This design comes from an exercise in tuning for small area, a short achievable clock period and few clock cycles per item on the open sky130 flow, not from production work.
Only simulation tests tie the RTL to the original design; equivalence was not proved.
Power figures rest on the tool's default switching activity, not on a simulated workload.

## main
## proc_mc
module proc_mc
#(
    parameter  int BUSW   = 32,
    parameter  int RWORDS = 16,
    parameter  int IMMW   = 12,
    parameter  int PSRW   = 5,
    localparam int RINDW  = $clog2(RWORDS)
) (
    input  logic             clk,
    input  logic             rst,
    input  logic             in_valid,
    output logic             in_ready,
    input  logic [3:0]       opcode,
    input  logic             src_is_imm,
    input  logic [IMMW-1:0]  src_op,
    input  logic [RINDW-1:0] dst_op,
    output logic [BUSW-1:0]  res,
    output logic             res_valid,
    output logic [PSRW-1:0]  status,
    output logic             br_taken,
    output logic             halted,
    output logic             illegal
);
Size: ~2700 cells after synthesis, about 730 flip-flops, roughly 33000 um^2 of cells after synthesis.
==> flow/config.mk <==
export PLATFORM = sky130hd
export DESIGN_NAME = proc_mc
export DESIGN_NICKNAME = proc_mc
export VERILOG_FILES = /design/flow/design.v
export SDC_FILE = /design/flow/constraint.sdc
export NUM_CORES = 4
export LEC_CHECK = 0
export ABC_CLOCK_PERIOD_IN_PS = 3000
export CAP_MARGIN = 20
export CORE_MARGIN = 2
export CORE_UTILIZATION = 40
export CTS_CLUSTER_DIAMETER = 100
export CTS_CLUSTER_SIZE = 22
export SETUP_SLACK_MARGIN = 5
export SLEW_MARGIN = 20
==> flow/constraint.sdc <==
create_clock -name core_clock -period 9.0 [get_ports {clk}]
set_input_delay 1.8000 -clock core_clock [delete_from_list [all_inputs] [get_ports {clk}]]
set_output_delay 1.8000 -clock core_clock [all_outputs]
set_load 0.01 [all_outputs]
standard.sh (not shown) runs the stock make flow with config.mk's settings and CLKGATE_MAP_FILE= SYNTH_SCRIPT=/design/flow/synth_recipe.tcl, a recipe that flattens the netlist after the stock synthesis.
==> flow/flow/run.sh <==
#!/bin/bash
# Standard ORFS layout, with repair_timing aiming for more setup slack.
set -euo pipefail
bash standard.sh SETUP_SLACK_MARGIN=6.3 finish > standard.log 2>&1
Testbench counts of main, summed over its fixed seeds: cycles 16,032, items 16,000.
Here is what was changed in the inputs of the feature branch compared with main.
==> flow/flow/run.sh <==
#!/bin/bash
# Standard ORFS layout, with repair_timing aiming for more setup slack.
set -euo pipefail
bash standard.sh SETUP_SLACK_MARGIN=6 finish > standard.log 2>&1
==> run summary <==
In the flow results for the feature branch and main, the utilization is smaller on the feature branch. The combinational cell fraction of total power reported for the feature branch is smaller than that of main by 0.9 points. The feature branch drops fewer vias than main. Diff main -> the feature branch: fmax neither gained nor lost much, sum of routed wire segments on met1 lost 1.2%. The static leakage of the feature branch was superior to that of main.

========
== lagoon ==
Another version of the RTL of proc_mc (not shown whole).
For scale: about 720 flip-flops, about 66 I/O pins.
==> flow/config.mk <==
export PLATFORM = sky130hd
export DESIGN_NAME = proc_mc
export DESIGN_NICKNAME = proc_mc
export VERILOG_FILES = /design/flow/design.v
export SDC_FILE = /design/flow/constraint.sdc
export NUM_CORES = 4
export LEC_CHECK = 0
export ABC_CLOCK_PERIOD_IN_PS = 3000
export CAP_MARGIN = 20
export CORE_MARGIN = 2
export CORE_UTILIZATION = 60
export CTS_CLUSTER_DIAMETER = 100
export CTS_CLUSTER_SIZE = 22
export SETUP_SLACK_MARGIN = 5
export SLEW_MARGIN = 20
==> flow/constraint.sdc <==
create_clock -name core_clock -period 9.0 [get_ports {clk}]
set_input_delay 1.8000 -clock core_clock [delete_from_list [all_inputs] [get_ports {clk}]]
set_output_delay 1.8000 -clock core_clock [all_outputs]
set_load 0.01 [all_outputs]
==> flow/flow/run.sh <==
#!/bin/bash
# Standard ORFS layout, with repair_timing aiming for more setup slack.
set -euo pipefail
bash standard.sh SETUP_SLACK_MARGIN=6 finish > standard.log 2>&1
lagoon: full flow OK, the timing, design-rule and antenna checks passed
Testbench counts of lagoon, summed over its fixed seeds: cycles 16,032, items 16,000.
For harbor, these inputs were changed with respect to lagoon:
Settings: CORE_UTILIZATION now 40, was 60.
## What came out
Non-clock buffer count for harbor: about 7% down relative to lagoon. harbor: placement row count is 19 higher than what lagoon reported. harbor ended up with a higher detailed route wirelength on metal2 than lagoon did. Lower number of antenna violations at the first check in global routing goes to harbor over lagoon. harbor supports a higher top clock frequency than lagoon. Number of non-clock inverters in the layout | harbor below lagoon. Between lagoon and harbor, depth of the critical timing path with buffers and inverters included is higher for lagoon, harbor comes in under that. Global-route wire length before repair came out higher on harbor than on lagoon. Side by side, required time reported for the critical path endpoint turned out lower in harbor than in lagoon. Delta(maximum number of pins on one net before global-route repair, harbor - lagoon) < 0.

========
Another version of the RTL of proc_mc (not shown whole).
Size: ~2600 cells after synthesis, ~66 I/O pins.
clock: 9.0 ns
lec_check: 0
abc_clock_period_in_ps: 3000
cap_margin: 20
core_margin: 2
core_utilization: 35
cts_cluster_diameter: 100
cts_cluster_size: 22
setup_slack_margin: 5
slew_margin: 20
==> flow/flow/run.sh <==
#!/bin/bash
# Standard ORFS layout, with repair_timing aiming for more setup slack and a
# shorter H-tree wire segment unit for clock tree synthesis.
set -euo pipefail
bash standard.sh SETUP_SLACK_MARGIN=6.15 \
  "CTS_ARGS=-sink_clustering_enable -repair_clock_nets -sink_clustering_size 22 -sink_clustering_max_diameter 100 -wire_unit 5" \
  finish > standard.log 2>&1
The starting point went through all stages and came out clean.
Testbench counts at the start, summed over its fixed seeds: cycles 16,032, items 16,000.
Rerun with:
- CORE_UTILIZATION: 35 -> 30
Result: The changed run passed the timing, design-rule and antenna checks; first-iteration DRC count fell by 17%; count of clock-buffer cells in the layout fell by 3; non-clock buffer count rose by 6; worst hold slack barely changes.

========
Setup of tundra:
proc_mc again, from the RTL that the note above started with.
Settings: LEC_CHECK=0, ABC_CLOCK_PERIOD_IN_PS=3000, CAP_MARGIN=20, CORE_MARGIN=2, CORE_UTILIZATION=40, CTS_CLUSTER_DIAMETER=100, CTS_CLUSTER_SIZE=22, SETUP_SLACK_MARGIN=5, SLEW_MARGIN=20; clock period 9.0 ns.
==> flow/flow/run.sh <==
#!/bin/bash
# Standard ORFS layout, with repair_timing aiming for more setup slack and a
# shorter H-tree wire segment unit for clock tree synthesis.
set -euo pipefail
bash standard.sh SETUP_SLACK_MARGIN=6 \
  "CTS_ARGS=-sink_clustering_enable -repair_clock_nets -sink_clustering_size 22 -sink_clustering_max_diameter 100 -wire_unit 5" \
  finish > standard.log 2>&1
Testbench counts of tundra, summed over its fixed seeds: cycles 16,032, items 16,000.
What maple does differently from tundra at the input level:
-- flow/flow/run.sh --
<<< tundra, line 5
bash standard.sh SETUP_SLACK_MARGIN=6 \
>>> maple, line 5
bash standard.sh SETUP_SLACK_MARGIN=6.15 \
- a_dst_q[1] as the launch point of the critical path was reported by tundra, and psr_q[1] by maple.
- Delta (maple minus tundra): fraction of met3 tracks used by global routing went down by 0.76 points, shortest clock period the worst path allows after layout has decreased, total power essentially unchanged.
[inputs] delta vs maple
-- flow/flow/run.sh --
<<< maple, line 5
bash standard.sh SETUP_SLACK_MARGIN=6.15 \
>>> delta, line 5
bash standard.sh SETUP_SLACK_MARGIN=6.3 \
Findings:
delta | status: complete | timing, DRC, antenna: pass. psr_q[1] as the start point of the critical path was reported by maple, and psr_q[3] by delta. Compared with maple, in delta post-route cell area went up by 2.4%; signed area change from the synthesized netlist to the final layout climbed 2.8 points; portion of total power attributed to the clock network +0.5 points; combinational cell fraction of total power rose 0.5 points; met1 wire length essentially unchanged. From maple to delta the numbers moved as follows: final worst-path cycle share ~0 delta; synthesized area ~0 delta; post-cts gate resize count +31%; placed instance area ~0 delta; number of non-clock inverters in the layout -1.3%. The setup slack after placement in delta sits 0.044 ns above the value recorded for maple.

port drivers added, routing unchanged:
The flow's constraints put no driver on any port. The routed layouts listed below were extracted and timed again, unchanged, in two steps.
Step 1, drivers: a clkbuf_16 drives clk and a buf_2 each remaining input, both assumed.
Step 2 also shifts input and output timing later by t, the mid clock arrival at the registers, as if the neighbouring blocks saw the same clock.
Slacks: ideal / step 1 / step 2; pairs: ideal / step 1.
run	t (ns)	setup WS [ns]	worst hold slack (ns)	clock arrival spread, ns	cell pins on the clock port's net
main	0.684	5.942 / 5.874 / 5.873	0.332 / 0.332 / 0.332	0.041 / 0.042	1
the feature branch	0.682	5.946 / 5.876 / 5.871	0.332 / 0.332 / 0.332	0.048 / 0.047	1
lagoon	0.684	5.792 / 5.792 / 5.792	0.333 / 0.333 / 0.333	0.038 / 0.038	1
harbor	0.661	5.953 / 5.889 / 5.974	0.333 / 0.333 / 0.333	0.034 / 0.034	1
the first run of note 3	0.614	6.059 / 5.996 / 5.546	0.335 / 0.335 / 0.335	0.030 / 0.030	1
the second run of note 3	0.642	6.009 / 5.942 / 5.530	0.333 / 0.333 / 0.333	0.064 / 0.064	1
tundra	0.624	5.992 / 5.965 / 5.453	0.333 / 0.333 / 0.333	0.042 / 0.042	1
maple	0.610	6.052 / 5.989 / 5.581	0.331 / 0.331 / 0.331	0.038 / 0.038	1
delta	0.624	6.061 / 5.996 / 5.763	0.332 / 0.332 / 0.332	0.025 / 0.024	1
After both steps every run listed still meets setup and hold. The setup slack of tundra, which loses most, moves by -0.027 ns with the drivers and by -0.539 ns with both steps.
